From an optimization exercise on the open Yosys and OpenROAD flow, aimed at small area and a short achievable clock period; shortcuts taken in it are not production practice.
Function was checked by simulation only, so behaviour that the tests miss may differ from the original.
Power and IR drop assume default switching activity.

[config.mk]
export PLATFORM = sky130hd
export DESIGN_NAME = bt656_rx_top
export DESIGN_NICKNAME = bt656_rx_top
export VERILOG_FILES = /design/flow/design.v
export SDC_FILE = /design/flow/constraint.sdc
export NUM_CORES = 4
export LEC_CHECK = 0
export CAP_MARGIN = 20
export CORE_MARGIN = 2
export CORE_UTILIZATION = 60
export CTS_CLUSTER_DIAMETER = 60
export CTS_CLUSTER_SIZE = 25
export SETUP_SLACK_MARGIN = 2.9
export SLEW_MARGIN = 20
[constraint.sdc]
create_clock -name core_clock -period 5.5 [get_ports {clk}]
set_input_delay 1.1000 -clock core_clock [delete_from_list [all_inputs] [get_ports {clk}]]
set_output_delay 1.1000 -clock core_clock [all_outputs]
set_load 0.01 [all_outputs]
[design.v]
`timescale 1ns/1ns
package bt656_pkg;
   typedef logic [7:0] byte_t;
   typedef logic [11:0] dim_t;
   typedef logic [15:0] frame_cnt_t;
   localparam int HDR_BIT_F = 6;
   localparam int HDR_BIT_V = 5;
   localparam int HDR_BIT_H = 4;
   localparam byte_t SYNC_PREAMBLE_FF = 8'hFF;
   localparam byte_t SYNC_PREAMBLE_00 = 8'h00;
   typedef enum logic [1:0]
   {
      WAIT_FRAME = 2'b00,
      WAIT_SAV   = 2'b01,
      ACTIVE     = 2'b10,
      BLANK      = 2'b11
   } line_state_e;
endpackage
`timescale 1ns/1ns
module bt656_header_decoder
(
   input  logic              clk,
   input  logic              rstn,
   input  logic              enable_i,
   input  bt656_pkg::byte_t  data_i,
   output logic              hdr_valid_o,
   output logic              is_eav_o,
   output logic              vblank_o,
   output logic              field_o,
   output bt656_pkg::byte_t  tap_byte_o
);
   localparam int DLY_LEN = 5;
   bt656_pkg::byte_t dly_q [0:DLY_LEN-1];
   bt656_pkg::byte_t xy_byte;
   logic  hit_q;
   always_ff @(posedge clk)
   begin
      dly_q[0] <= data_i;
      for (int i = 1; i < DLY_LEN; i++)
         dly_q[i] <= dly_q[i-1];
      if (!rstn)
      begin
         dly_q[0][0] <= 1'b0;
         dly_q[1][0] <= 1'b0;
         dly_q[2][0] <= 1'b0;
      end
   end
   always_ff @(posedge clk)
   begin
      hit_q <= rstn &&
               (dly_q[2] == bt656_pkg::SYNC_PREAMBLE_FF) &&
               (dly_q[1] == bt656_pkg::SYNC_PREAMBLE_00) &&
               (dly_q[0] == bt656_pkg::SYNC_PREAMBLE_00);
   end
   assign xy_byte = dly_q[0];
   assign hdr_valid_o = enable_i && hit_q;
   assign is_eav_o = xy_byte[bt656_pkg::HDR_BIT_H];
   assign vblank_o = xy_byte[bt656_pkg::HDR_BIT_V];
   assign field_o  = xy_byte[bt656_pkg::HDR_BIT_F];
   assign tap_byte_o = dly_q[DLY_LEN-1];
endmodule
`timescale 1ns/1ns
module bt656_line_tracker
(
   input  logic                  clk,
   input  logic                  rstn,
   input  logic                  enable_i,
   input  logic                  err_clr_i,
   input  logic                  hdr_valid_i,
   input  logic                  is_eav_i,
   input  logic                  vblank_i,
   input  logic                  field_i,
   input  bt656_pkg::byte_t      tap_byte_i,
   input  logic                  fifo_full_i,
   output logic                  wr_en_o,
   output bt656_pkg::byte_t      wr_byte_o,
   output logic                  wr_sof_o,
   output logic                  wr_eol_o,
   output bt656_pkg::dim_t       width_o,
   output bt656_pkg::dim_t       height_o,
   output logic                  size_err_o,
   output bt656_pkg::frame_cnt_t frame_cnt_o,
   output logic                  overflow_o
);
   localparam int LEN_W = 13;
   logic             frame_seen_q, active_q, wr_req_q;
   logic [1:0]       skip_q;
   logic             field_q;
   logic             sof_pend_q;
   logic             new_frame, sav_active, eav_det, line_end, sav_start;
   logic [LEN_W-1:0] line_bytes_q, line_len_q;
   logic             width_valid_q, height_valid_q;
   bt656_pkg::dim_t  line_cnt_q, height_q;
   logic             width_err, height_err;
   assign new_frame  = hdr_valid_i && field_q && !field_i;
   assign sav_active = hdr_valid_i && !is_eav_i && !vblank_i;
   assign eav_det    = hdr_valid_i && is_eav_i;
   assign line_end  = wr_req_q && eav_det;
   assign sav_start = frame_seen_q && !active_q && sav_active;
   assign width_err  = width_valid_q && (line_bytes_q != line_len_q);
   assign height_err = height_valid_q && (line_cnt_q != height_q);
   assign wr_en_o   = wr_req_q && !fifo_full_i;
   assign wr_byte_o = tap_byte_i;
   assign wr_sof_o  = sof_pend_q;
   assign wr_eol_o  = eav_det;
   assign width_o  = line_len_q[LEN_W-1:1];
   assign height_o = height_q;
   always_ff @(posedge clk)
   begin
      if (sav_start)
      begin
         skip_q       <= 2'd3;
         line_bytes_q <= LEN_W'(1);
      end
      else
      begin
         if (active_q && !wr_req_q)
            skip_q <= skip_q - 1'b1;
         if (wr_req_q)
            line_bytes_q <= line_bytes_q + 1'b1;
      end
      if (line_end)
         line_cnt_q <= line_cnt_q + 1'b1;
      if (wr_en_o)
         sof_pend_q <= 1'b0;
      if (new_frame)
      begin
         line_cnt_q <= '0;
         sof_pend_q <= 1'b1;
      end
   end
   always_ff @(posedge clk)
   begin
      if (!rstn || !enable_i)
      begin
         frame_seen_q   <= 1'b0;
         active_q       <= 1'b0;
         wr_req_q       <= 1'b0;
         field_q        <= 1'b0;
         line_len_q     <= '0;
         width_valid_q  <= 1'b0;
         height_q       <= '0;
         height_valid_q <= 1'b0;
         size_err_o     <= 1'b0;
         overflow_o     <= 1'b0;
         frame_cnt_o    <= '0;
      end
      else
      begin
         if (hdr_valid_i)
            field_q <= field_i;
         if (sav_start)
            active_q <= 1'b1;
         else if (active_q && !wr_req_q && skip_q == 2'd0)
            wr_req_q <= 1'b1;
         if (line_end)
         begin
            active_q <= 1'b0;
            wr_req_q <= 1'b0;
         end
         if (line_end)
         begin
            line_len_q    <= line_bytes_q;
            width_valid_q <= 1'b1;
         end
         if (new_frame)
         begin
            frame_cnt_o  <= frame_cnt_o + 1'b1;
            frame_seen_q <= 1'b1;
            if (frame_seen_q)
            begin
               height_q       <= line_cnt_q;
               height_valid_q <= 1'b1;
            end
         end
         if (err_clr_i)
         begin
            size_err_o <= 1'b0;
            overflow_o <= 1'b0;
         end
         if ((line_end && width_err) || (new_frame && height_err))
            size_err_o <= 1'b1;
         if (wr_req_q && fifo_full_i)
            overflow_o <= 1'b1;
      end
   end
endmodule
`timescale 1ns/1ns
module line_fifo
#(
   parameter int FIFO_DEPTH = 64
)
(
   input  logic             clk,
   input  logic             rstn,
   input  logic             flush_i,
   input  logic             wr_en_i,
   input  bt656_pkg::byte_t wr_byte_i,
   input  logic             wr_sof_i,
   input  logic             wr_eol_i,
   output logic             full_o,
   input  logic             rd_req_i,
   output logic             not_empty_o,
   output bt656_pkg::byte_t rd_byte_o,
   output logic             rd_sof_o,
   output logic             rd_eol_o
);
   localparam int ENTRY_W = 10;
   localparam int GRP     = 8;
   logic [ENTRY_W-1:0] sr [0:FIFO_DEPTH-2];
   logic [ENTRY_W-1:0] wr_entry, next_entry;
   logic [GRP-1:0]     lo_q, hi_q;
   logic [ENTRY_W-1:0] grp [0:GRP-1];
   logic [ENTRY_W-1:0] next_acc [0:GRP];
   logic               ne_q, one_q, full_q;
   logic               wr_ok, rd_ok, inc, dec, two_up, at_zero, up, down;
   logic               cnt_2, cnt_63, load_wr;
   bt656_pkg::byte_t   head_byte_q;
   logic               head_sof_q, head_eol_q;
   assign wr_entry = {wr_eol_i, wr_sof_i, wr_byte_i};
   assign wr_ok    = wr_en_i && !full_q;
   assign rd_ok    = rd_req_i && ne_q;
   assign inc      = wr_ok && !rd_ok;
   assign dec      = rd_ok && !wr_ok;
   assign two_up   = ne_q && !one_q;
   assign at_zero  = lo_q[0] && hi_q[0];
   assign cnt_2    = two_up && at_zero;
   assign cnt_63   = lo_q[5] && hi_q[7];
   assign up       = inc && two_up;
   assign down     = dec && two_up && !at_zero;
   always_ff @(posedge clk)
   begin
      if (wr_ok)
      begin
         sr[0] <= wr_entry;
         for (int i = 1; i < FIFO_DEPTH-1; i++)
            sr[i] <= sr[i-1];
      end
   end
   for (genvar h = 0; h < GRP; h++)
   begin : g_grp
      logic [ENTRY_W-1:0] acc [0:GRP];
      assign acc[0] = '0;
      for (genvar l = 0; l < GRP; l++)
      begin : g_term
         if (GRP*h + l < FIFO_DEPTH-1)
         begin : g_used
            assign acc[l+1] = acc[l] | ({ENTRY_W{lo_q[l]}} & sr[GRP*h + l]);
         end
         else
         begin : g_none
            assign acc[l+1] = acc[l];
         end
      end
      assign grp[h] = acc[GRP];
   end
   for (genvar h = 0; h <= GRP; h++)
   begin : g_next
      if (h == 0)
      begin : g_first
         assign next_acc[0] = '0;
      end
      else
      begin : g_rest
         assign next_acc[h] = next_acc[h-1] | ({ENTRY_W{hi_q[h-1]}} & grp[h-1]);
      end
   end
   assign next_entry = next_acc[GRP];
   assign load_wr = rd_ok ? one_q : !ne_q;
   always_ff @(posedge clk)
   begin
      if (load_wr)
         head_byte_q <= wr_byte_i;
      else if (rd_ok)
         head_byte_q <= next_entry[ENTRY_W-3:0];
   end
   always_ff @(posedge clk)
   begin
      if (!rstn || flush_i)
      begin
         lo_q       <= GRP'(1);
         hi_q       <= GRP'(1);
         ne_q       <= 1'b0;
         one_q      <= 1'b0;
         full_q     <= 1'b0;
         head_sof_q <= 1'b0;
         head_eol_q <= 1'b0;
      end
      else
      begin
         if (up)
         begin
            lo_q <= {lo_q[GRP-2:0], lo_q[GRP-1]};
            if (lo_q[GRP-1])
               hi_q <= {hi_q[GRP-2:0], hi_q[GRP-1]};
         end
         else if (down)
         begin
            lo_q <= {lo_q[0], lo_q[GRP-1:1]};
            if (lo_q[0])
               hi_q <= {hi_q[0], hi_q[GRP-1:1]};
         end
         if (wr_ok)
            ne_q <= 1'b1;
         else if (rd_ok && one_q)
            ne_q <= 1'b0;
         if (inc)
            one_q <= !ne_q;
         else if (dec)
            one_q <= cnt_2;
         if (inc && cnt_63)
            full_q <= 1'b1;
         else if (rd_ok)
            full_q <= 1'b0;
         if (load_wr)
         begin
            head_sof_q <= wr_ok && wr_sof_i;
            head_eol_q <= wr_ok && wr_eol_i;
         end
         else if (rd_ok)
         begin
            head_sof_q <= next_entry[ENTRY_W-2];
            head_eol_q <= next_entry[ENTRY_W-1];
         end
      end
   end
   assign full_o      = full_q;
   assign not_empty_o = ne_q;
   assign rd_byte_o   = head_byte_q;
   assign rd_sof_o    = head_sof_q;
   assign rd_eol_o    = head_eol_q;
endmodule
`timescale 1ns/1ns
module bt656_rx_top
#(
   parameter int FIFO_DEPTH = 64
)
(
   input  logic        clk,
   input  logic        rstn,
   input  logic        rx_enable_i,
   input  logic        size_err_clr_i,
   input  logic [7:0]  bt656_data_i,
   output logic        m_axis_tvalid_o,
   input  logic        m_axis_tready_i,
   output logic [7:0]  m_axis_tdata_o,
   output logic        m_axis_tuser_o,
   output logic        m_axis_tlast_o,
   output logic [11:0] width_o,
   output logic [11:0] height_o,
   output logic        size_err_o,
   output logic        overflow_o,
   output logic [15:0] frame_cnt_o
);
   logic  wr_en, wr_sof, wr_eol, fifo_full;
   bt656_pkg::byte_t wr_byte;
   logic  fifo_ne, rd_req, head_sof, head_eol;
   bt656_pkg::byte_t head_byte;
   logic  hdr_valid, is_eav, vblank, field;
   bt656_pkg::byte_t tap_byte;
   bt656_header_decoder u_decoder
   (
      .clk      (clk),
      .rstn     (rstn),
      .enable_i (rx_enable_i),
      .data_i   (bt656_data_i),
      .hdr_valid_o (hdr_valid),
      .is_eav_o    (is_eav),
      .vblank_o    (vblank),
      .field_o     (field),
      .tap_byte_o  (tap_byte)
   );
   bt656_line_tracker u_tracker
   (
      .clk         (clk),
      .rstn        (rstn),
      .enable_i    (rx_enable_i),
      .err_clr_i   (size_err_clr_i),
      .hdr_valid_i (hdr_valid),
      .is_eav_i    (is_eav),
      .vblank_i    (vblank),
      .field_i     (field),
      .tap_byte_i  (tap_byte),
      .fifo_full_i (fifo_full),
      .wr_en_o     (wr_en),
      .wr_byte_o   (wr_byte),
      .wr_sof_o    (wr_sof),
      .wr_eol_o    (wr_eol),
      .width_o     (width_o),
      .height_o    (height_o),
      .size_err_o  (size_err_o),
      .frame_cnt_o (frame_cnt_o),
      .overflow_o  (overflow_o)
   );
   line_fifo #(.FIFO_DEPTH(FIFO_DEPTH)) u_fifo
   (
      .clk       (clk),
      .rstn      (rstn),
      .flush_i   (!rx_enable_i),
      .wr_en_i   (wr_en),
      .wr_byte_i (wr_byte),
      .wr_sof_i  (wr_sof),
      .wr_eol_i  (wr_eol),
      .full_o    (fifo_full),
      .rd_req_i  (rd_req),
      .not_empty_o (fifo_ne),
      .rd_byte_o (head_byte),
      .rd_sof_o  (head_sof),
      .rd_eol_o  (head_eol)
   );
   assign m_axis_tvalid_o = fifo_ne && rx_enable_i;
   assign m_axis_tdata_o  = head_byte;
   assign m_axis_tuser_o  = rx_enable_i && head_sof;
   assign m_axis_tlast_o  = rx_enable_i && head_eol;
   assign rd_req          = rx_enable_i && m_axis_tready_i;
endmodule
[flow/run.sh]
#!/bin/bash
# The standard layout with two changes: clock tree synthesis adds no
# dummy loads, and the port buffers start at buf_2 (repair resizes them).
set -euo pipefail
cd "$(dirname "$0")/.."
export CTS_ARGS="-sink_clustering_enable -repair_clock_nets -dont_use_dummy_load -sink_clustering_size 18 -sink_clustering_max_diameter 45 -buf_list sky130_fd_sc_hd__clkbuf_8"
export BUFFER_PORTS_ARGS="-buffer_cell sky130_fd_sc_hd__buf_1"
bash standard.sh > standard_flow.log 2>&1
[standard.sh]
#!/bin/bash
# synth_recipe.tcl (not shown) runs the flow's synth.tcl, then flattens the netlist and writes it again
# the make line also repeats each setting of config.mk as NAME=value (left out here)
make -C /OpenROAD-flow-scripts/flow DESIGN_CONFIG=/design/flow/config.mk WORK_HOME=/design/flow/orfs CLKGATE_MAP_FILE= SYNTH_SCRIPT=/design/flow/synth_recipe.tcl "${@:-finish}"
==> notes.md, run 1 <==
- Syn_nets: 1770
- Startpoint type of the worst setup path: primary input
* Switching Fraction: 19.4%
* Worst max-slew margin expressed relative to the limit: 20.4%
- In this run the remaining antenna-violating nets after routing total 0.
- Initial Utilization: 60.6%
* Number of buffers added by the clock tree synthesis step: 77
- Worst hold-check path type: reg2reg
* Die extent in x: 221 um
* Clock share of power: 32.5%
- Clock edge transition at the registers on the reported setup and hold paths: 0.06 ns
- No sink is reached through more buffers than the 3 on the longest clock path.
* Placed Cells incl. Taps: 2326
* Overall die area: 0.0486 mm2
- For the worst setup path, the data arrival time is 1.48 ns.
- Top routing layer in use: met4
- Leakage power figure: 8.94 nW
* Max Transition Viols Final: 0
- The internal power of the cells totals 7.54 mW.
- Clock latency on the worst-skew pair, taken at its later pin, is 0.69 ns.
- Measured on the finished design, the core utilization comes to 65.1%.
- The floorplan has 79 rows.
- Top FF cell, synth: sky130_fd_sc_hd__edfxtp_1
* H-tree depth reported by CTS: 3
* CTS root buffer: sky130_fd_sc_hd__clkbuf_8
- Share of layout cells above drive strength 1: 8.21%
- Count of flip-flops with a built-in enable after synthesis: 638
- HPWL Detailed: 31600 um
* Via count of the first global-routing pass: 15500
* Final critical-path required period: 2.58 ns
* Distinct cell type count after synthesis: 52
* Initial antenna violation count: 0
* Transition time at the pin with the least slew margin: 1.19 ns
- Critical path's top delay family: buffers and inverters
- sky130_fd_sc_hd__edfxtp_1 is the most common cell in the netlist.
- Per-cell via count in the routed design: 6.63
* Number of sinks handled by clock tree synthesis: 777
* Number of top-level design ports: 66
- Worst hold slack: 0.327 ns
* WP buf/inv: 2
- After the flow finishes, the layout carries non-filler instances totaling 2422.
- Worst stage delay on the critical path: 0.14 ns
* Final clock period utilization by the worst path: 46.9%
* Number of violations reported at the end of detailed-routing iteration 0: 1837
- A synthesized cell averages 16.1 um2.
- Proportion of power drawn by combinational gates: 0.3%
- Max-cap check violation count: 0
- The final layout contains 1835 nets.
- Ranked by total cell area, the synthesized netlist is headed by sky130_fd_sc_hd__edfxtp_1 68%, sky130_fd_sc_hd__dfxtp_1 9.9%, sky130_fd_sc_hd__a22oi_1 9.0%.
- Final count of negative-setup-slack endpoints: 0
- The share of synthesized area in the top cell type comes to 68.1%.
* Clock tree from TritonCTS: yes
- Along the worst path, the maximum fanout reaches 8.
- Height of the chip: 221 um
- Post-layout total power: 9.36 mW
- For this run, the number of Yosys warnings is 15.
- Wire segments on met2 add up to 28400 um in the final route.
* Total Negative Setup Slacks: 0 ns
- Status: no timing/DRC/antenna violations
- Walking the worst path, the cells encountered are buf_12, and2_1, buf_1.
- Power spread over the standard cell area amounts to 309 mW/mm2.
- The synthesized netlist occupies a cell area of 0.0281 mm2.
- Sequential elements use 78.0% of the synthesized area.
- Proportion of power drawn by flip-flops and latches: 67.3%
- Number of fillers in the final layout: 3288
- Number of hold violations in the final report: 0
- Flip-flop and latch area: 0.0220 mm2
* #FFs+latches synth: 777
* Reported net switching power: 1.82 mW
* Setup repair after global routing missed its margin: no
- Global routing consumed, over all layers together, 26.0% of the routing resources.
* WP data required: 4.40 ns
* Multi-input gate area: 0.00564 mm2
- The biggest area contributor in the post-synthesis netlist is sky130_fd_sc_hd__edfxtp_1.
- The largest individual stage delay along the critical path comes from the cell sky130_fd_sc_hd__and2_1.
- Routed met3 length: 5180 um
- Largest voltage drop on the vdd net: 0.000225 V
* Port bufs: 65
- After synthesis, the most frequently instantiated cells are 638 x sky130_fd_sc_hd__edfxtp_1, 338 x sky130_fd_sc_hd__a22oi_1, 139 x sky130_fd_sc_hd__dfxtp_1.
- The floorplan step defined a core boundary enclosing 0.0465 mm2.
* Async set or reset register ratio after synthesis: 0%
- Synthesis produced a netlist whose cell count is 1751.
- The worst setup path is captured at a primary output.
- Summed over all layers, the global routing overflow is 0.
- Clock skew after layout: 0.0731 ns
- Timing would allow up to 388 MHz.
* Area growth from synthesis to final layout: 7.55%
- Largest net degree at the start of global routing: 107
* Post-detailed-route wirelength per cell: 25.9 um
- By startpoint and endpoint, the worst setup path is classified as in2out.
- Routability Congestion: 0.759
- DR DRC count: 0
- The detailed router put a total of 27900 um of wire on met1.
- Detailed-route via count: 16100
- Summed over all layers, the routed wires come to 62800 um.
- The first global-routing pass estimated 94100 um of wire.
- Drt pass-1 iters: 7
power by group through the flow:
| stage | clock network [mW] | registers, mW | logic [mW] |
|---|---|---|---|
| after floorplan | 0 | 6.42 | 0.0121 |
| after global placement | 0 | 6.43 | 0.0239 |
| after detailed placement | 0 | 6.43 | 0.0245 |
| after CTS | 3.13 | 6.29 | 0.0258 |
| after global routing | 3.34 | 6.29 | 0.0300 |
| final | 3.04 | 6.29 | 0.0271 |
per-stage QoR:
stage	setup slack (ns)	cell area, um2
4_1_cts	2.90	30200
3_3_place_gp	1.93	28900
3_5_place_dp	1.82	28900
5_1_grt	2.91	30300
6_report	2.92	30300
2_1_floorplan	-6.17	28200
what timing repair did:
action | 4_1_cts | 5_1_grt
gates resized for setup | 13 | 5
cloned | 3 | 0
setup endpoints to repair | 352 | 164
pin swaps | 1 | 0
hold buffers | 0 | 0
buffers inserted | 10 | 5
path summary, 6_finish.rpt:
kind | startpoint | end | slack [ns] | cells after the start
min reg2reg | u_decoder.dly_q[3][7] | u_decoder.dly_q[4][7] | 0.33 | 0
max | rx_enable_i | m_axis_tuser_o | 2.92 | 3
min | u_decoder.dly_q[3][7] | u_decoder.dly_q[4][7] | 0.33 | 0
max reg2reg | u_fifo.lo_q[7] | u_fifo.head_byte_q[3] | 2.99 | 6
cells in the final DEF (no fill, tap or decap), drive strengths merged, types with 11 or more instances in the layout:
cell	synthesis	layout
xnor2	21	21
o21ai	17	17
and4	12	12
mux2i	11	11
nand4	83	83
a222oi	12	12
edfxtp	638	638
dfxtp	139	139
a21oi	39	39
a22oi	338	338
clkbuf	54	77
xor2	36	36
nand2	99	99
buf	66	103
nor2	62	62
nand3	29	29
layer usage:
metal | up-vias | GRT usage (%)
met1 | 8257 | 39.4
met2 | 659 | 38.9
met5 | - | 0
met3 | 94 | 4.82
met4 | 0 | 8.04
li1 | 7047 | -
logic make-up after synthesis:
family	after synthesis	share of synthesized area, %
flip-flops	777	78.0
multiplexers	12	0.431
buffers and inverters	131	2.08
adder cells (fa/ha/maj)	6	0.267
AO/OA/AOI/OAI	430	11.3
XOR/XNOR	57	1.77
AND/OR/NAND/NOR	338	6.20
registers in the layout (all words and copies together), names as in the netlist, 12 cells and up:
register,cells
u_fifo.sr,630
u_decoder.dly_q,40
u_tracker.frame_cnt_o,16
u_tracker.line_bytes_q,13
u_tracker.line_len_q,13
u_tracker.height_q,12
u_tracker.line_cnt_q,12
cell type report:
type	instances	area share [%]
sequential	777	72.6
clock buffer	77	3.50
antenna	1	0.00827
timing repair buffer	105	2.54
timing repair inverter	1	0.0165
multi-input combinational	843	18.7
inverter	11	0.149
tap	607	2.51
==> run 2: changes to the inputs <==
==> flow/run.sh (replaced) <==
#!/bin/bash
# The standard layout with two changes: clock tree synthesis adds no
# dummy loads, and the port buffers start at buf_1 (repair resizes them).
set -euo pipefail
cd "$(dirname "$0")/.."
export CTS_ARGS="-sink_clustering_enable -repair_clock_nets -dont_use_dummy_load -sink_clustering_size 18 -sink_clustering_max_diameter 45 -buf_list sky130_fd_sc_hd__clkbuf_8"
export BUFFER_PORTS_ARGS="-buffer_cell sky130_fd_sc_hd__buf_1"
bash standard.sh > standard_flow.log 2>&1
--- a/config.mk
+++ b/config.mk
@@ -7,7 +7,7 @@
 export LEC_CHECK = 0
 export CAP_MARGIN = 20
 export CORE_MARGIN = 2
-export CORE_UTILIZATION = 60
+export CORE_UTILIZATION = 70
 export CTS_CLUSTER_DIAMETER = 60
 export CTS_CLUSTER_SIZE = 25
 export SETUP_SLACK_MARGIN = 2.9
==> run 2 against run 1 <==
  * Setup slack better by 0.0021 ns
  * Sequential cell count unchanged
  * Total power decreased by 2.4%
  * Critical path type unchanged
  * Largest power group unchanged
==> notes.md, run 2 <==
* Max Transition Viols Final: 0
- After detailed routing, the total wire length is 60000 um.
- Of all nets on the critical path, the largest fanout is 5.
- The H-tree was split into 3 levels.
- # rows: 73
- Final count of negative-setup-slack endpoints: 0
- Largest net degree at the start of global routing: 223
- Post-route ant nets: 0
* Worst-skew pair later-pin latency: 0.64 ns
- Max-cap check violation count: 0
- The cell area that synthesis handed to floorplanning was 0.0281 mm2.
- In the final routed layout, each cell accounts on average for 25.8 um.
- Clock edge transition at the registers on the reported setup and hold paths: 0.09 ns
* Status: no timing/DRC/antenna violations
- Initial antenna violation count: 0
- Number of flip-flops in the largest register: 630
* Total inserted antenna cells: 0
- The netlist uses 52 different library cells.
- Leaving out fill and tap cells, the most frequent cell in the layout is sky130_fd_sc_hd__edfxtp_1.
* Critical path's top delay family: buffers and inverters
- Count of flip-flops with a built-in enable after synthesis: 638
- WP buf/inv: 2
* Transition time at the pin with the least slew margin: 1.15 ns
* Largest voltage drop on the vdd net: 0.000229 V
* Highest attainable clock frequency: 388 MHz
* Nets: 1822
* Per-cell via count in the routed design: 6.99
* Utilization of the core after routing: 75.4%
- Fraction of synthesized cell area taken by the top area cell type: 68.1%
- Top cell types by occurrence after synthesis: 638 x sky130_fd_sc_hd__edfxtp_1, 338 x sky130_fd_sc_hd__a22oi_1, 139 x sky130_fd_sc_hd__dfxtp_1
- The clock net in this run drives a total of 777 sinks.
* Async set or reset register ratio after synthesis: 0%
* Cell with the most instances after synthesis: sky130_fd_sc_hd__edfxtp_1
- Yosys warning count: 15
- After layout, the worst path uses 46.8% of the clock period.
* HPWL Detailed: 30600 um
* Share of layout cells above drive strength 1: 7.44%
- A synthesized cell averages 16.1 um2.
- Final setup margin: 2.92 ns
* DR DRC count: 0
- Die extent in x: 204 um
- During placement, the flow inserted port buffers numbering 65.
- The worst setup path is of the in2out kind.
- For the worst setup path, the data arrival time is 1.48 ns.
* Registers with the most flip-flops: u_fifo.sr (630), u_decoder.dly_q (40), u_tracker.frame_cnt_o (16)
* Area growth from synthesis to final layout: 6.50%
* Worst hold-check path type: reg2reg
- In the final layout, the multi-input gates occupy 0.00564 mm2.
- Initial Utilization: 70.8%
* Clock skew after layout: 0.0512 ns
* Register bank with the most flops: u_fifo.sr
* Power density over cell area: 305 mW/mm2
- Summed over all layers, the global routing overflow is 0.
* Cell breakdown of the critical path: buf_12, and2_1, buf_2
- The filler cells instantiated in the layout total 2374.
* Master of the slowest instance on the critical path: sky130_fd_sc_hd__and2_1
- For this run, the slowest stage of the critical path takes 0.14 ns.
* Overall die area: 0.0418 mm2
* Top cells by area in the synthesized netlist: sky130_fd_sc_hd__edfxtp_1 68%, sky130_fd_sc_hd__dfxtp_1 9.9%, sky130_fd_sc_hd__a22oi_1 9.0%
- Overall global routing resource usage: 28.6%
* Startpoint type of the worst setup path: primary input
* Leakage power figure: 8.83 nW
- First-pass GRT wire length: 89700 um
- TritonCTS built the clock tree.
- Of all cell types, the one taking the most synthesized area is sky130_fd_sc_hd__edfxtp_1.
- Number of violations reported at the end of detailed-routing iteration 0: 2208
- The worst path in the final design needs a cycle of 2.58 ns, including I/O delays and setup.
- Counting along the longest clock path gives a buffer depth of 3.
- Height of the chip: 204 um
- When the netlist entered floorplanning its net count stood at 1770.
- The routed layout has 16300 vias.
- Crit path capture type: primary output
* Area of the placeable core: 0.0397 mm2
* Number of buffers added by the clock tree synthesis step: 68
- Number of top-level design ports: 66
- In this run the tightest slew margin relative to its limit is 23.2%.
- CTS placed an instance of sky130_fd_sc_hd__clkbuf_8 at the clock tree root.
- The number of failing hold endpoints at the final stage came to 0.
- Counting flops and latches in the post-synthesis netlist gives 777.
- Overall power consumption after layout is estimated at 9.13 mW.
* WP data required: 4.40 ns
* Via count of the first global-routing pass: 15300
* Synthesized instance count: 1751
- Flip-flop and latch area: 0.0220 mm2
* Post-place setup slack: 1.84 ns
- The pre-antenna-repair detailed-routing pass consisted of 6 iterations.
* Routability Congestion: 0.782
* Setup repair after global routing missed its margin: no
* Portion of the post-synthesis area used by sequential elements: 78.0%
- Top library cells by usage in the layout, fill and taps aside: 638 x sky130_fd_sc_hd__edfxtp_1, 338 x sky130_fd_sc_hd__a22oi_1, 130 x sky130_fd_sc_hd__dfxtp_1
- Top FF cell, synth: sky130_fd_sc_hd__edfxtp_1
-- run 2: what timing repair did --
action	CTS	global route
pin swaps	1	0
gates cloned	1	0
buffers inserted	12	3
hold buffers	0	0
setup endpoints to repair	170	7
resized for setup	12	2
-- run 2: path summary, 6_finish.rpt --
path                         start                    end  slack, ns  cells after the start
max                    rx_enable_i         m_axis_tuser_o       2.92                      3
min          u_decoder.dly_q[3][0]  u_decoder.dly_q[4][0]       0.32                      0
max reg2reg         u_fifo.lo_q[0]  u_fifo.head_byte_q[7]       3.03                      6
min reg2reg  u_decoder.dly_q[3][0]  u_decoder.dly_q[4][0]       0.32                      0
-- run 2: power by group --
group | total (mW) | internal, mW | leakage (nW) | switching [mW]
sequential | 6.29 | 6.28 | 6.55 | 0.0119
combinational | 0.0263 | 0.00862 | 1.79 | 0.0177
clock | 2.82 | 1.11 | 0.489 | 1.71
-- run 2: cells by family (layout without fill, tap and decap cells) --
| group | Yosys count | count (layout) | synth area share (%) |
|---|---|---|---|
| buffers and inverters | 131 | 181 | 2.08 |
| adders and majority gates | 6 | 6 | 0.267 |
| muxes | 12 | 12 | 0.431 |
| AOI/OAI and AO/OA | 430 | 430 | 11.3 |
| DFF | 777 | 777 | 78.0 |
| xor gates and xnor gates | 57 | 57 | 1.77 |
| and+or+nand+nor | 338 | 338 | 6.20 |
-- run 2: layout make-up --
| class | count | area share [%] |
|---|---|---|
| Clock buffer | 68 | 3.12 |
| Inverter | 11 | 0.150 |
| Multi-Input combinational cell | 843 | 18.8 |
| Sequential cell | 777 | 73.3 |
| Tap cell | 525 | 2.19 |
| Timing Repair Buffer | 101 | 2.36 |
| Timing Repair inverter | 1 | 0.0167 |
-- run 2: per-layer routing --
layer / global-route usage, % / vias up / share of wire [%]
met5: 0 / - / 0
met4: 8.70 / 0 / 2.3
met3: 5.36 / 93 / 9.5
met2: 42.1 / 907 / 46
met1: 44.4 / 8217 / 42
li1: - / 7034 / -
-- run 2: through the flow --
stage / std cells / instance area [um2] / hold slack [ns] / setup TNS, ns
after floorplan: 1751 / 28200 / 0.310 / -3229.35
after global routing: 2326 / 30000 / 0.332 / 0
final: 2326 / 30000 / 0.322 / 0
after CTS: 2322 / 29900 / 0.328 / 0
after detailed placement: 2241 / 28700 / 0.313 / 0
after global placement: 2241 / 28700 / 0.315 / 0
==> run 3: changes to the inputs <==
--- a/config.mk
+++ b/config.mk
@@ -7,7 +7,7 @@
 export LEC_CHECK = 0
 export CAP_MARGIN = 20
 export CORE_MARGIN = 2
-export CORE_UTILIZATION = 70
+export CORE_UTILIZATION = 82
 export CTS_CLUSTER_DIAMETER = 60
 export CTS_CLUSTER_SIZE = 25
 export SETUP_SLACK_MARGIN = 2.9
==> run 3 against run 2 <==
  * Via count grew 3.5%
  * Register-to-register slack lost 0.18 ns
  * Core utilization grew 13 points
  * Clock power shrank 9.9%
  * First-iteration DRC count grew 23%
  * Count of clock-buffer cells in the layout shrank 14
  * Non-clock buffer count shrank 4
  * Critical path type is now reg2reg
  * Largest power group unchanged
==> notes.md, run 3 <==
- The region available for standard cell placement spans 0.0337 mm2.
- Max-cap violations in this run came to 0.
* Fraction of synthesized cell area taken by the top area cell type: 68.1%
- Buffers inserted during clock tree synthesis total 54.
* Critical path's top delay family: flip-flops
* GRT Residual Overflow: 0
* CTS root buffer: sky130_fd_sc_hd__clkbuf_8
- Via count of the first global-routing pass: 16400
- Worst-skew pair later-pin latency: 0.66 ns
* Transition time at the pin with the least slew margin: 1.17 ns
- After synthesis the cells add up to 0.0281 mm2.
* Nets: 1805
* Clock edge transition at the registers on the reported setup and hold paths: 0.11 ns
* Most common cell after layout, fill and taps aside: sky130_fd_sc_hd__edfxtp_1
- Die extent in x: 189 um
* Worst hold start: u_decoder.dly_q[3][3]
- After detailed placement, the total cell area comes to 0.0287 mm2.
- Height of the chip: 189 um
- 66 I/O pins were placed.
- Adding up every negative setup slack in the final design gives 0 ns.
* Largest area contributor in the synthesized netlist: sky130_fd_sc_hd__edfxtp_1
* Portion of the post-synthesis area used by sequential elements: 78.0%
- Setup violations remaining at the end of the flow were counted as 0.
- Cell breakdown of the critical path: buf_4, a22oi_1, nand4_1, a22oi_1, and4_1, o21ai_0
* Registers with the most flip-flops: u_fifo.sr (630), u_decoder.dly_q (40), u_tracker.frame_cnt_o (16)
- Setup repair after global routing left no endpoint under its margin.
- The routed design could run at a clock period as short as 2.65 ns.
* # rows: 67
- The finished layout holds 2233 standard cells, fillers aside.
- Post-route ant nets: 0
- The worst setup path is of the reg2reg kind.
- On the final layout, the worst hold slack is 0.339 ns.
- Largest voltage drop on the vdd net: 0.000265 V
- CP startpoint: u_fifo.lo_q[3]
- In this run the worst hold path is classified as reg2reg.
- The first global-routing pass estimated 92900 um of wire.
- Largest net degree at the start of global routing: 210
* Cells on worst reg2reg path: 6
- In this run, the number of DRC markers left after iteration 0 of detailed routing was 2706.
- For this configuration, the core starts out at a cell density of 83.5%.
- Leaving out fill and tap cells, the most frequent cells in the layout are 638 x sky130_fd_sc_hd__edfxtp_1, 338 x sky130_fd_sc_hd__a22oi_1, 130 x sky130_fd_sc_hd__dfxtp_1.
* Crit-path max FO: 31
* Depth of the critical timing path with buffers and inverters included: 6
- Overall global routing resource usage: 34.7%
- Cell with the most instances after synthesis: sky130_fd_sc_hd__edfxtp_1
- Max Transition Viols Final: 0
- Summed over all layers, the routed wires come to 63100 um.
* Placed Cells incl. Taps: 2167
- Port buffering added 65 buffers.
- Register bank with the most flops: u_fifo.sr
- No sink is reached through more buffers than the 3 on the longest clock path.
* Setup crit end: u_fifo.head_byte_q[7]
* #FFs+latches synth: 777
- Register-to-Register Setup Slack: 2.85 ns
- For met1 alone, demand over resource in global routing was 49.0%.
* HPWL Detailed: 34000 um
* Top cells by area in the synthesized netlist: sky130_fd_sc_hd__edfxtp_1 68%, sky130_fd_sc_hd__dfxtp_1 9.9%, sky130_fd_sc_hd__a22oi_1 9.0%
* Worst path arrival time: 3.06 ns
* Leakage power figure: 8.71 nW
- Based on the critical path, the design can be clocked at up to 377 MHz.
- WP data required: 5.90 ns
- In the final layout, the share of cells above drive strength 1 is 6.78%.
- The run finished with no timing, DRC or antenna violations.
- For met3 alone, demand over resource in global routing was 5.99%.
- For this run, asynchronously set or reset flops after synthesis account for 0%.
- The number of failing hold endpoints at the final stage was 0.
- Count of flip-flops with a built-in enable after synthesis: 638
- Counting every sink on the clock net gives 777.
* Met2 layer usage reported by global route: 54.4%
- The number of nets handed over by synthesis was 1770.
* Number of fillers in the final layout: 1309
- In the synthesized netlist the dominant register cell turns out to be sky130_fd_sc_hd__edfxtp_1.
* Launch point of the worst reg-to-reg path: u_fifo.lo_q[3]
- Power density over cell area: 299 mW/mm2
* Destination of the worst register-to-register timing path: u_fifo.head_byte_q[7]
* Final clock period utilization by the worst path: 48.3%
* Overall die area: 0.0358 mm2
* Drt pass-1 iters: 8
- The H-tree was split into 2 levels.
- Most heavily used metal layer in global routing: met2
- Top cell types by occurrence after synthesis: 638 x sky130_fd_sc_hd__edfxtp_1, 338 x sky130_fd_sc_hd__a22oi_1, 139 x sky130_fd_sc_hd__dfxtp_1
- Area growth from synthesis to final layout: 5.35%
- Number of flip-flops in the largest register: 630
- Distinct cell type count after synthesis: 52
- Per-cell via count in the routed design: 7.53
- Master of the slowest instance on the critical path: sky130_fd_sc_hd__dfxtp_4
* Synthesized instance count: 1751
- Final setup margin: 2.85 ns
- Post-route cell area: 0.0296 mm2
- The routed layout has 16800 vias.
* Post-detailed-route wirelength per cell: 28.3 um
* WP buf/inv: 1
- Initial antenna violation count: 2
- Routability Congestion: 0.797
* Yosys warning count: 15
* Post-Synthesis Mean Instance Area: 16.1 um2
* Worst stage delay on the critical path: 0.73 ns
* Crit path capture type: register
- Cell repeated most along the worst path: sky130_fd_sc_hd__a22oi_1
- DR DRC count: 0
- Worst max-slew margin expressed relative to the limit: 22.0%
* Clock tree from TritonCTS: yes
- Post-place setup slack: 1.90 ns
- Startpoint type of the worst setup path: register
* Clock skew after layout: 0.0406 ns
-- run 3: power by group --
group / internal, mW / leakage [nW] / switching (mW)
Combinational: 0.00780 / 1.78 / 0.0189
Sequential: 6.28 / 6.55 / 0.0125
Clock: 0.881 / 0.388 / 1.66
Total: 7.17 / 8.71 / 1.69
-- run 3: kinds of logic after synthesis --
logic type,Yosys count,share of synthesized area [%]
DFF,777,78.0
buffers and inverters,131,2.08
and+or+nand+nor,338,6.20
xor gates and xnor gates,57,1.77
AOI/OAI and AO/OA,430,11.3
adders and majority gates,6,0.267
muxes,12,0.431
-- run 3: worst register-to-register path: stages, from the launching register on --
cell and delay [ns]:
sky130_fd_sc_hd__dfxtp_4 0.73, sky130_fd_sc_hd__buf_4 0.52, sky130_fd_sc_hd__a22oi_1 0.18, sky130_fd_sc_hd__nand4_1 0.16
sky130_fd_sc_hd__a22oi_1 0.11, sky130_fd_sc_hd__and4_1 0.30, sky130_fd_sc_hd__o21ai_0 0.39
-- run 3: cell type report --
cell class	instances	area, um2	area share (%)
sequential	777	22000	74.1
multi-input combinational	843	5650	19.0
clock buffer	54	743	2.51
timing repair buffer	97	659	2.22
tap	448	561	1.89
inverter	11	45.0	0.152
timing repair inverter	2	12.5	0.0422
antenna	1	2.50	0.00844
-- run 3: through the flow --
stage | util, % | power (mW)
6_report | 87.9 | 8.86
5_1_grt | 87.9 | 9.04
4_1_cts | 87.7 | 8.87
3_5_place_dp | 85.0 | 6.45
3_3_place_gp | 85.0 | 6.45
2_1_floorplan | - | 6.44
-- run 3: timing repair --
action	4_1_cts	5_1_grt
pin swaps	1	0
setup endpoints to repair	389	10
resized for setup	9	7
endpoints found under the hold margin	0	0
hold buffers	0	0
gates cloned	2	0
setup buffers	6	3
-- run 3: worst min path at each step --
stage / to / slack (ns) / cells after the start
after detailed placement: u_decoder.dly_q[4][5] / 0.31 / 0
after global placement: u_decoder.dly_q[4][4] / 0.31 / 0
final: u_decoder.dly_q[4][3] / 0.34 / 0
after CTS: u_decoder.dly_q[4][0] / 0.34 / 0
after floorplan: u_decoder.dly_q[4][0] / 0.31 / 0
after global routing: u_decoder.dly_q[4][3] / 0.35 / 0
-- run 3: metal layers --
| metal | share of wire [%] | routed length [um] |
|---|---|---|
| met4 | 3.8 | 2400 |
| met3 | 12 | 7810 |
| met1 | 36 | 22700 |
| met5 | 0.016 | 10 |
| met2 | 48 | 30200 |
==> run 4: changes to the inputs <==
--- a/config.mk
+++ b/config.mk
@@ -7,8 +7,9 @@
 export LEC_CHECK = 0
 export CAP_MARGIN = 20
 export CORE_MARGIN = 2
-export CORE_UTILIZATION = 82
+export CORE_UTILIZATION = 75
 export CTS_CLUSTER_DIAMETER = 60
 export CTS_CLUSTER_SIZE = 25
+export GPL_TIMING_DRIVEN = 0
 export SETUP_SLACK_MARGIN = 2.9
 export SLEW_MARGIN = 20
==> run 4 against run 3 <==
  * Critical path type is now in2out
  * Largest cell class unchanged
  * Fmax shrank 0.98%
  * Highest routed layer unchanged
  * Total power grew 0.21%
  * Worst hold slack lost 0.0056 ns
  * Die area grew 9.1%
  * Sequential power is essentially flat
  * Via count grew 4.2%
  * Clock skew grew 0.013 ns
  * Largest power group unchanged
  * Critical endpoint is now m_axis_tvalid_o
==> notes.md, run 4 <==
- Setup repair after global routing missed its margin: yes
- The worst-case IR drop observed on VDD is 0.000252 V.
* H-tree depth reported by CTS: 2
- For this design the static power due to leakage is 9.14 nW.
- Number of flip-flops in the largest register: 630
- Per-cell via count in the routed design: 7.40
- The via count of the first global-routing pass came to 16600.
* CTS root buffer: sky130_fd_sc_hd__clkbuf_8
- Proportion of power drawn by flip-flops and latches: 70.9%
- For the finished layout, the period the worst path requires is 2.68 ns.
- Distinct cell type count after synthesis: 52
- Placed Cells incl. Taps: 2303
- The synthesized design contains 638 enable-type register cells.
- The count of nets left with antenna violations once routing finished came out at 0.
* Proportion of power drawn by combinational gates: 0.3%
* Crit path capture type: primary output
- Path type of the worst setup path: in2out
- Internal power comes to 7.19 mW.
- Post-layout total power: 8.88 mW
- After floorplanning, the core was sized to cover 0.0368 mm2.
- Utilization of the core after routing: 82.5%
- Worst-skew pair later-pin latency: 0.70 ns
- The worst setup path is launched from a primary input.
* Area growth from synthesis to final layout: 7.87%
- Post-detailed-route wirelength per cell: 30.2 um
- Crit-path max FO: 6
- The worst pin sits at a relative slew slack of 24.8%.
- The number of nets in the synthesized netlist is 1770.
* Overall die area: 0.0391 mm2
- Nets: 1918
- Cell area after synthesis: 0.0281 mm2
* Share of layout cells above drive strength 1: 9.49%
* Number of hold violations in the final report: 0
- Register bank with the most flops: u_fifo.sr
- Yosys warning count: 15
- Summed over all layers, the global routing overflow is 0.
* Most common cell after layout, fill and taps aside: sky130_fd_sc_hd__edfxtp_1
* #FFs+latches synth: 777
* Number of sinks handled by clock tree synthesis: 777
* Number of buffers added by the clock tree synthesis step: 55
* Largest net degree at the start of global routing: 41
- Initial antenna violation count: 2
- Worst stage delay on the critical path: 0.15 ns
- Final Routed Wirelength: 71600 um
* Number of fillers in the final layout: 1869
- The pre-antenna-repair detailed-routing pass consisted of 8 iterations.
- In the routed design, unresolved DRC markers number 0.
* Highest attainable clock frequency: 373 MHz
* Clock tree from TritonCTS: yes
- The congestion estimate from routability-driven global placement came to 0.969.
- The first global-routing pass estimated 104000 um of wire.
- At the placement stage, the worst setup path has a slack of 2.15 ns.
- Top cell types by occurrence after synthesis: 638 x sky130_fd_sc_hd__edfxtp_1, 338 x sky130_fd_sc_hd__a22oi_1, 139 x sky130_fd_sc_hd__dfxtp_1
* Cell breakdown of the critical path: buf_8, buf_6, and2_4, buf_6
- After clock tree synthesis, the flow added hold-fix buffers numbering 0.
* Max Transition Viols Final: 0
- Across the run, the number of max-cap violations was 0.
- Number of top-level design ports: 66
- Final clock period utilization by the worst path: 48.7%
- HPWL Detailed: 47500 um
- Setup violations remaining at the end of the flow were counted as 0.
- Clock edge transition at the registers on the reported setup and hold paths: 0.10 ns
- Port bufs: 65
* Non-Filler Instances: 2368
- In this run switching power makes up 19.0% of total power.
* Portion of the post-synthesis area used by sequential elements: 78.0%
* # rows: 70
* Registers with the most flip-flops: u_fifo.sr (630), u_decoder.dly_q (40), u_tracker.frame_cnt_o (16)
- Final hold analysis gives a worst-case slack of 0.333 ns.
* Initial Utilization: 76.5%
- Cell with the most instances after synthesis: sky130_fd_sc_hd__edfxtp_1
* Detailed-route via count: 17500
- Clock skew after layout: 0.0534 ns
* Top cells by area in the synthesized netlist: sky130_fd_sc_hd__edfxtp_1 68%, sky130_fd_sc_hd__dfxtp_1 9.9%, sky130_fd_sc_hd__a22oi_1 9.0%
- For this design the ratio of total power to cell area is 293 mW/mm2.
* Overall global routing resource usage: 37.2%
- sky130_fd_sc_hd__edfxtp_1 takes more of the synthesized area than any other cell.
- Number of violations reported at the end of detailed-routing iteration 0: 3285
* Master of the slowest instance on the critical path: sky130_fd_sc_hd__and2_4
- Top library cells by usage in the layout, fill and taps aside: 638 x sky130_fd_sc_hd__edfxtp_1, 338 x sky130_fd_sc_hd__a22oi_1, 138 x sky130_fd_sc_hd__dfxtp_1
* Die extent in x: 198 um
* Cell repeated most along the worst path: sky130_fd_sc_hd__buf_6
- The tightest min-delay check is of the reg2reg type.
* Synthesized instance count: 1751
- Top FF cell, synth: sky130_fd_sc_hd__edfxtp_1
- Measured along the y axis, the die boundary spans 198 um.
- A synthesized cell averages 16.1 um2.
- STA puts the critical path data required time at 4.40 ns.
* Worst path arrival time: 1.58 ns
- Reported net switching power: 1.69 mW
- At the pin with the least slew margin, the transition time is 1.13 ns.
- Fraction of synthesized cell area taken by the top area cell type: 68.1%
- Final setup margin: 2.82 ns
* Maximum number of buffers from clock root to sink: 3
- The clock network is responsible for 28.8% of the overall power.
- The flow ran to the end and the layout has no timing, DRC or antenna violations.
- For this run, asynchronously set or reset flops after synthesis account for 0%.
==> run 4: cell counts after synthesis <==
No cell type changed its count.
==> run 4: cell type report <==
class                   count  area [um2]  share of cell area, %
clock buffers              55         757                   2.49
repair inverters            1        5.00                 0.0165
repair buffers             90         733                   2.42
flip-flops and latches    777       21900                   72.3
plain buffers             120         628                   2.07
multi-input cells         843        5640                   18.6
well taps                 468         586                   1.93
inverters                  11        45.0                  0.148
diodes                      3        7.51                 0.0247
==> run 4: path summary, 6_finish.rpt <==
kind / start / end / slack [ns] / depth (start not counted)
setup reg to reg: u_fifo.lo_q[1] / u_fifo.head_byte_q[0] / 2.84 / 7
setup / recovery: rx_enable_i / m_axis_tvalid_o / 2.82 / 4
hold / removal: u_decoder.dly_q[3][4] / u_decoder.dly_q[4][4] / 0.33 / 0
hold reg to reg: u_decoder.dly_q[3][4] / u_decoder.dly_q[4][4] / 0.33 / 0
==> run 4: what timing repair did <==
action | 4_1_cts | 5_1_grt
gates cloned | 1 | 0
setup endpoints to repair | 69 | 12
pin swaps | 1 | 2
resized for setup | 33 | 60
setup buffers | 6 | 0
hold endpoints to repair | 0 | 0
==> run 4: layer usage <==
layer,GRT usage [%],part of all wire [%],vias to the layer above,wire [um]
li1,-,-,7228,-
met1,52.7,35,8548,25300
met2,54.7,45,1528,31800
met3,10.4,15,216,10600
met4,17.5,5.2,4,3710
met5,0,0.071,-,51
==> run 4: through the flow <==
| step | setup TNS (ns) | instance area, um2 |
|---|---|---|
| 2_1_floorplan | -3229.35 | 28200 |
| 3_3_place_gp | -5109.84 | 29000 |
| 3_5_place_dp | 0 | 29400 |
| 4_1_cts | 0 | 30300 |
| 5_1_grt | 0 | 30300 |
| 6_report | 0 | 30300 |
==> run 4: power groups by stage <==
stage / combinational, mW / clock [mW] / sequential, mW
after global placement: 0.0264 / 0 / 6.43
after global routing: 0.0332 / 2.73 / 6.30
final: 0.0306 / 2.55 / 6.29
after floorplan: 0.0121 / 0 / 6.42
after detailed placement: 0.0272 / 0 / 6.43
after CTS: 0.0304 / 2.56 / 6.29
==> run 4: worst max-delay path, delay by kind of cell <==
family        cells  cell delay [ns]
buf+inv           3             0.33
simple gates      1             0.15
==> run 4: logic make-up after synthesis <==
| family | after synthesis | share of synthesized area, % |
|---|---|---|
| buf+inv | 131 | 2.08 |
| fa+ha+maj | 6 | 0.267 |
| compound gates | 430 | 11.3 |
| mux | 12 | 0.431 |
| xor+xnor | 57 | 1.77 |
| flops | 777 | 78.0 |
| simple gates | 338 | 6.20 |
==> run 5: changes to the inputs <==
--- a/config.mk
+++ b/config.mk
@@ -10,6 +10,5 @@
 export CORE_UTILIZATION = 75
 export CTS_CLUSTER_DIAMETER = 60
 export CTS_CLUSTER_SIZE = 25
-export GPL_TIMING_DRIVEN = 0
-export SETUP_SLACK_MARGIN = 2.9
+export SETUP_SLACK_MARGIN = 3.0
 export SLEW_MARGIN = 20
==> run 5 against run 4 <==
  * Core utilization decreased by 1.4 points
  * Sequential share of layout area increased by 1.3 points
  * Sequential cell count unchanged
==> notes.md, run 5 <==
- Number of violations reported at the end of detailed-routing iteration 0: 2092
- Cell with the most instances after synthesis: sky130_fd_sc_hd__edfxtp_1
- Fraction of synthesized cell area taken by the top area cell type: 68.1%
- After synthesis, the netlist uses 52 different library cells.
- Across every metal layer, demand over resource in global routing totals 31.3%.
- Power density over cell area: 299 mW/mm2
- Adder and majority cell fraction of the synthesized area: 0.267%
- Summed over all instances, the cell type with the most area after synthesis is sky130_fd_sc_hd__edfxtp_1.
- Timing analysis after detailed placement gives a worst setup slack of 1.83 ns.
* Clock tree from TritonCTS: yes
- Async set or reset register ratio after synthesis: 0%
* Worst path arrival time: 1.47 ns
- After detailed routing, the number of remaining DRC violations is 0.
- Final clock period utilization by the worst path: 46.7%
- In this run the horizontal extent of the chip is 198 um.
- At the later pin of the worst-skew pair, clock insertion delay measures 0.68 ns.
* Total inserted antenna cells: 0
- Post-detailed-route wirelength per cell: 26.9 um
* Post-route cell area: 0.0298 mm2
- Once the floorplan was initialized, standard cells occupied 76.5% of the core.
* Crit-path max FO: 4
* Max-cap check violation count: 0
- For flop-to-flop paths, the worst setup slack is 3.07 ns.
- The portion of synthesized area spent on multiplexers is 0.431%.
- In the final layout, the share of cells above drive strength 1 is 7.10%.
* Port bufs: 65
- Clock-pin slew was measured on the worst setup and hold paths at 0.10 ns.
- Launch point of the worst reg-to-reg path: u_fifo.lo_q[6]
* Top FF cell, synth: sky130_fd_sc_hd__edfxtp_1
- XOR/XNOR Fraction of Synth Area: 1.77%
- Routability Congestion: 0.790
- Summed over all cells, the static leakage comes to 8.80 nW.
* Nets: 1810
- Post-route ant nets: 0
- CP startpoint: rx_enable_i
* Most common cell after layout, fill and taps aside: sky130_fd_sc_hd__edfxtp_1
- Yosys warning count: 15
- In this run the tightest slew margin relative to its limit is 20.0%.
- Summing the areas of all and, or, nand and nor instances in the mapped netlist gives 6.20% of the synthesized area.
- Cell area after synthesis: 0.0281 mm2
- Final critical-path required period: 2.57 ns
- Synthesized instance count: 1751
- TritonCTS created 58 clock buffers.
* Initial antenna violation count: 0
- The number of failing hold endpoints at the final stage came to 0.
- Worst hold-check path type: reg2reg
- Final hold analysis gives a worst-case slack of 0.336 ns.
* Overall die area: 0.0391 mm2
* Number of sinks handled by clock tree synthesis: 777
- STA puts the critical path data required time at 4.40 ns.
- Setup violations remaining at the end of the flow were counted as 0.
- The floorplan step set the die height to 198 um.
* Max Transition Viols Final: 0
- Portion of the post-synthesis area used by sequential elements: 78.0%
* Number of flip-flops in the largest register: 630
* Synth Area in Compound Gates: 11.3%
* Drt pass-1 iters: 6
- Setup repair after global routing could not meet its margin everywhere.
* Post-placement cell area: 0.0287 mm2
* Detailed-route via count: 16200
- The commonest cells after synthesis are 638 x sky130_fd_sc_hd__edfxtp_1, 338 x sky130_fd_sc_hd__a22oi_1, 139 x sky130_fd_sc_hd__dfxtp_1.
- H-tree depth reported by CTS: 2
- GRT Residual Overflow: 0
- After synthesis, the largest family of logic cells by area is compound AO/OA/AOI/OAI gates.
* Area of the placeable core: 0.0368 mm2
- Maximum number of buffers from clock root to sink: 3
* Transition time at the pin with the least slew margin: 1.20 ns
* Largest voltage drop on the vdd net: 0.000252 V
* Register bank with the most flops: u_fifo.sr
- The largest registers in the layout are u_fifo.sr (630), u_decoder.dly_q (40), u_tracker.frame_cnt_o (16).
- Setup crit end: m_axis_tlast_o
- Per-cell via count in the routed design: 7.20
* Post-layout total power: 8.94 mW
* Count of flip-flops with a built-in enable after synthesis: 638
* Top cells by area in the synthesized netlist: sky130_fd_sc_hd__edfxtp_1 68%, sky130_fd_sc_hd__dfxtp_1 9.9%, sky130_fd_sc_hd__a22oi_1 9.0%
- The via count of the first global-routing pass came to 15800.
- The first global-routing pass estimated 91000 um of wire.
- Largest net degree at the start of global routing: 180
* Final Routed Wirelength: 60700 um
- Final setup margin: 2.93 ns
* Cells on worst reg2reg path: 6
- Startpoint type of the worst setup path: primary input
- The critical path in this run is classified as in2out.
* Number of top-level design ports: 66
- Post-Synthesis Mean Instance Area: 16.1 um2
- Count of hold-fix buffers inserted at cts: 0
* Status: no timing/DRC/antenna violations
* CTS root buffer: sky130_fd_sc_hd__clkbuf_8
- Once layout is complete, the cells apart from fillers number 2257.
- Utilization of the core after routing: 81.1%
- #FFs+latches synth: 777
- Clock skew after layout: 0.0574 ns
* Top library cells by usage in the layout, fill and taps aside: 638 x sky130_fd_sc_hd__edfxtp_1, 338 x sky130_fd_sc_hd__a22oi_1, 129 x sky130_fd_sc_hd__dfxtp_1
* Area growth from synthesis to final layout: 6.10%
* Highest attainable clock frequency: 389 MHz
- Number of fillers in the final layout: 1950
* HPWL Detailed: 31400 um
- The number of nets handed over by synthesis was 1770.
- Crit path capture type: primary output
- In this run the core area contains 70 standard-cell rows.
- In this run, placement finished with an instance count of 2183.
- The endpoint identified for the worst register-to-register timing path is u_fifo.head_byte_q[1].
* Total Negative Setup Slacks: 0 ns
run 5: cell counts after synthesis:
Identical to the previous run, type by type.
run 5: cell families after synthesis:
| group | Yosys count |
|---|---|
| flops | 777 |
| xor+xnor | 57 |
| mux | 12 |
| buf+inv | 131 |
| fa+ha+maj | 6 |
| compound gates | 430 |
| simple gates | 338 |
run 5: timing repair:
item                                    in CTS  in global routing
endpoints found under the setup margin     421                383
setup buffers                                8                  5
pin swaps                                    0                  1
gates resized for setup                     17                  5
gates cloned                                 2                  1
run 5: worst min-delay path by stage:
stage / from / cells past startpoint / slack (ns) / end
3_5_place_dp: u_decoder.dly_q[3][7] / 0 / 0.31 / u_decoder.dly_q[4][7]
4_1_cts: u_decoder.dly_q[3][0] / 0 / 0.33 / u_decoder.dly_q[4][0]
3_3_place_gp: u_decoder.dly_q[3][4] / 0 / 0.32 / u_decoder.dly_q[4][4]
6_report: u_decoder.dly_q[3][7] / 0 / 0.34 / u_decoder.dly_q[4][7]
2_1_floorplan: u_decoder.dly_q[3][0] / 0 / 0.31 / u_decoder.dly_q[4][0]
5_1_grt: u_decoder.dly_q[3][3] / 0 / 0.33 / u_decoder.dly_q[4][3]
run 5: area by class of cell:
cell class              count  area, um2  area share, %
clock buffers              58        798           2.67
inverters                  11       45.0          0.151
multi-input cells         843       5650           18.9
repair buffers            100        801           2.68
well taps                 468        586           1.96
flip-flops and latches    777      22000           73.6
run 5: power by group:
group	total [mW]	switching, mW	internal (mW)	leakage (nW)
combinational	0.0271	0.0185	0.00864	1.84
clock	2.62	1.68	0.940	0.417
sequential	6.29	0.0118	6.28	6.55
total	8.94	1.71	7.23	8.80
run 5: worst max-delay path: stages:
cell                     delay, ns
sky130_fd_sc_hd__buf_12       0.10
sky130_fd_sc_hd__and2_4       0.15
sky130_fd_sc_hd__buf_6        0.11
run 5: per-layer routing:
metal	vias to the layer above	part of all wire (%)	global-route usage, %
met2	1003	46	47.9
met1	8122	40	46.2
met5	-	0	0
met3	108	11	6.73
li1	7010	-	-
met4	0	2.7	9.94
==> run 6: changes to the inputs <==
--- a/config.mk
+++ b/config.mk
@@ -10,5 +10,5 @@
 export CORE_UTILIZATION = 75
 export CTS_CLUSTER_DIAMETER = 60
 export CTS_CLUSTER_SIZE = 25
-export SETUP_SLACK_MARGIN = 3.0
+export SETUP_SLACK_MARGIN = 2.9
 export SLEW_MARGIN = 20
==> run 6 against run 5 <==
  * Sequential share of layout area grew 0.29 points
  * Final cell count is the same
  * Die area is the same
  * Critical endpoint unchanged
  * First-iteration DRC count shrank 4.0%
==> notes.md, run 6 <==
- Distinct cell type count after synthesis: 52
- Setup slack closes at 2.93 ns.
- Top cell types by occurrence after synthesis: 638 x sky130_fd_sc_hd__edfxtp_1, 338 x sky130_fd_sc_hd__a22oi_1, 139 x sky130_fd_sc_hd__dfxtp_1
* Count of flip-flops with a built-in enable after synthesis: 638
* Master of the slowest instance on the critical path: sky130_fd_sc_hd__and2_4
- Proportion of power drawn by combinational gates: 0.3%
- Entering global routing, the biggest net connects 208 pins.
- Worst hold-check path type: reg2reg
- Overall die area: 0.0391 mm2
* Path type of the worst setup path: in2out
- Registers with the most flip-flops: u_fifo.sr (630), u_decoder.dly_q (40), u_tracker.frame_cnt_o (16)
- Among all flip-flop cells after synthesis, the most frequent one is sky130_fd_sc_hd__edfxtp_1.
* Post-Synthesis Mean Instance Area: 16.1 um2
* Cell breakdown of the critical path: buf_12, and2_4, buf_6
* Highest attainable clock frequency: 389 MHz
* Share of layout cells above drive strength 1: 7.15%
* Status: no timing/DRC/antenna violations
* Crit-path max FO: 5
* Final clock period utilization by the worst path: 46.7%
* Via count of the first global-routing pass: 15600
- Clock skew on the completed layout was measured at 0.0545 ns.
* Power density over cell area: 301 mW/mm2
- First-pass GRT wire length: 87600 um
* Drt pass-1 iters: 6
- From left edge to right edge, the die measures 198 um.
* # rows: 70
- Dividing the detail-routed via count by the number of cells gives 7.09.
- Maximum number of buffers from clock root to sink: 3
- The number of antenna diodes in the final layout is 0.
- For this block, the initial DRC count from the detailed router was 2008.
- Syn_nets: 1770
- STA classifies the critical path startpoint as a primary input.
- Global routing used 29.7% of the available tracks.
* Post-route ant nets: 0
- #FFs+latches synth: 777
* Number of sinks handled by clock tree synthesis: 777
- For this design, the CTS-stage hold fixing added 0 buffers.
- In this run the power spent charging and discharging nets is 1.71 mW.
* Clock share of power: 29.3%
- Number of buffers added by the clock tree synthesis step: 58
- Wires add up to 59400 um.
- The congestion estimate from routability-driven global placement came to 0.814.
* H-tree depth reported by CTS: 2
* Final count of negative-setup-slack endpoints: 0
- Largest area contributor in the synthesized netlist: sky130_fd_sc_hd__edfxtp_1
* Initial Utilization: 76.5%
- The register with the most flip-flops in the layout has 630 of them.
* Register bank with the most flops: u_fifo.sr
* Final critical-path required period: 2.57 ns
- The tool flagged a number of max-cap violations equal to 0.
- Clock tree from TritonCTS: yes
- After routing the design area is 0.0297 mm2.
- Measured on the finished design, the core utilization comes to 80.8%.
* Worst-skew pair later-pin latency: 0.70 ns
- Summing all placed instances gives a cell area of 0.0287 mm2.
* Leakage power figure: 8.75 nW
- The root buffer cell chosen for the clock tree is sky130_fd_sc_hd__clkbuf_8.
- The internal power of the cells totals 7.23 mW.
- VDD sags by at most 0.000238 V.
* Area growth from synthesis to final layout: 5.67%
- Setup repair after global routing left no endpoint under its margin.
* Port bufs: 65
- Post-place setup slack: 1.92 ns
- Max Transition Viols Final: 0
- Worst max-slew margin expressed relative to the limit: 27.2%
- Async set or reset register ratio after synthesis: 0%
- Synthesis produced a netlist whose cell count is 1751.
* DR DRC count: 0
* Switching Fraction: 19.1%
* Number of top-level design ports: 66
* HPWL Detailed: 30700 um
- After detailed routing, the average wire length per cell comes to 26.3 um.
- The number of failing hold endpoints at the final stage is 0.
- Transition time at the pin with the least slew margin: 1.09 ns
* Area of the placeable core: 0.0368 mm2
- Cell with the most instances after synthesis: sky130_fd_sc_hd__edfxtp_1
- Crit path capture type: primary output
- Top cells by area in the synthesized netlist: sky130_fd_sc_hd__edfxtp_1 68%, sky130_fd_sc_hd__dfxtp_1 9.9%, sky130_fd_sc_hd__a22oi_1 9.0%
* Detailed-route via count: 16000
- Portion of the post-synthesis area used by sequential elements: 78.0%
* Post-layout total power: 8.94 mW
- Initial antenna violation count: 1
- Cell area after synthesis: 0.0281 mm2
- Leaving out fill and tap cells, the most frequent cell in the layout is sky130_fd_sc_hd__edfxtp_1.
- Height of the chip: 198 um
- Yosys warning count: 15
* Nets: 1810
* Worst path arrival time: 1.47 ns
- Registers are responsible for 70.4% of the overall power.
- Top library cells by usage in the layout, fill and taps aside: 638 x sky130_fd_sc_hd__edfxtp_1, 338 x sky130_fd_sc_hd__a22oi_1, 129 x sky130_fd_sc_hd__dfxtp_1
* Worst stage delay on the critical path: 0.15 ns
- Number of fillers in the final layout: 1941
* GRT Residual Overflow: 0
- Fraction of synthesized cell area taken by the top area cell type: 68.1%
* Clock edge transition at the registers on the reported setup and hold paths: 0.10 ns
- At the worst endpoint, the required time is 4.40 ns.
==> run 6: layout make-up <==
cell class                      count  area (um2)  area share [%]
Clock buffer                       58         798            2.69
Inverter                           11        45.0           0.152
Multi-Input combinational cell    843        5650            19.0
Sequential cell                   777       22000            73.9
Tap cell                          468         586            1.97
Timing Repair Buffer               98         671            2.26
Timing Repair inverter              2        10.0          0.0337
==> run 6: worst max-delay path, delay by kind of cell <==
kind | cells | cell delay, ns
and+or+nand+nor | 1 | 0.15
buffers and inverters | 2 | 0.22
==> run 6: power by group through the flow <==
stage / clock, mW / combinational, mW / sequential [mW]
floorplan: 0 / 0.0121 / 6.42
global placement: 0 / 0.0236 / 6.43
detailed placement: 0 / 0.0241 / 6.43
CTS: 2.66 / 0.0251 / 6.29
global route: 2.83 / 0.0299 / 6.29
finish: 2.62 / 0.0273 / 6.29
==> run 6: repair_timing <==
action,CTS,global route
gates resized for setup,10,9
setup buffers,6,9
setup endpoints to repair,24,20
gates cloned,2,0
pin swaps,1,0
==> run 6: routing by layer <==
| metal | vias up | GRT usage [%] | share of wire (%) |
|---|---|---|---|
| li1 | 6995 | - | - |
| met2 | 912 | 44.7 | 46 |
| met3 | 127 | 6.56 | 10 |
| met1 | 7957 | 44.0 | 41 |
| met4 | 2 | 10.4 | 2.9 |
| met5 | - | 0 | 0.022 |
==> run 6: cell families (layout without fill, tap and decap cells) <==
kind of cell | Yosys count | count (layout) | share of synthesized area (%)
buffers and inverters | 131 | 169 | 2.08
flip-flops | 777 | 777 | 78.0
AND/OR/NAND/NOR | 338 | 338 | 6.20
AO/OA/AOI/OAI | 430 | 430 | 11.3
adder cells (fa/ha/maj) | 6 | 6 | 0.267
XOR/XNOR | 57 | 57 | 1.77
multiplexers | 12 | 12 | 0.431
==> run 6: final timing paths <==
| check | from | end | depth (start not counted) | slack, ns |
|---|---|---|---|---|
| max | rx_enable_i | m_axis_tlast_o | 3 | 2.93 |
| min reg2reg | u_decoder.dly_q[3][7] | u_decoder.dly_q[4][7] | 0 | 0.31 |
| min | u_decoder.dly_q[3][7] | u_decoder.dly_q[4][7] | 0 | 0.31 |
| max reg2reg | u_fifo.lo_q[1] | u_fifo.head_byte_q[2] | 6 | 3.09 |
==> run 6: through the flow <==
stage	std cells	setup TNS (ns)	hold slack, ns
2_1_floorplan	1751	-3229.35	0.310
3_3_place_gp	2182	0	0.312
3_5_place_dp	2182	0	0.314
4_1_cts	2248	0	0.308
5_1_grt	2257	0	0.309
6_report	2257	0	0.314

afterwards: timing with drivers on the ports:
The results above use ideal ports. As a check the final layouts listed here were re-extracted and re-timed, cells and wires unchanged. Step 1, drivers: a clkbuf_16 drives clk and a buf_2 each remaining input, both assumed. Step 2 adds t to the input delays and takes it off the output delays; t is the mean of the earliest and latest rising clock arrival at the registers after step 1. Input paths then give back, and output paths get back, about the clock's delay inside the block. Three values: ideal ports, drivers, drivers and shift; two values: the first two.
run	t, ns	setup slack, ns	worst hold slack (ns)	worst register clock-pin slew, ns
run 1	0.712	2.922 / 2.875 / 2.401	0.327 / 0.327 / 0.327	0.10 / 0.10
run 2	0.676	2.924 / 2.875 / 2.371	0.322 / 0.322 / 0.322	0.11 / 0.11
run 3	0.700	2.845 / 2.845 / 2.507	0.339 / 0.339 / 0.339	0.12 / 0.12
run 4	0.728	2.819 / 2.778 / 2.330	0.333 / 0.333 / 0.333	0.12 / 0.12
run 5	0.714	2.931 / 2.884 / 2.420	0.336 / 0.336 / 0.336	0.11 / 0.11
run 6	0.726	2.931 / 2.886 / 2.369	0.314 / 0.314 / 0.314	0.11 / 0.11
After both steps setup and hold are still met in every run listed. For run 6, which loses most, drivers alone change the setup slack by -0.045 ns; drivers and shift together by -0.562 ns.
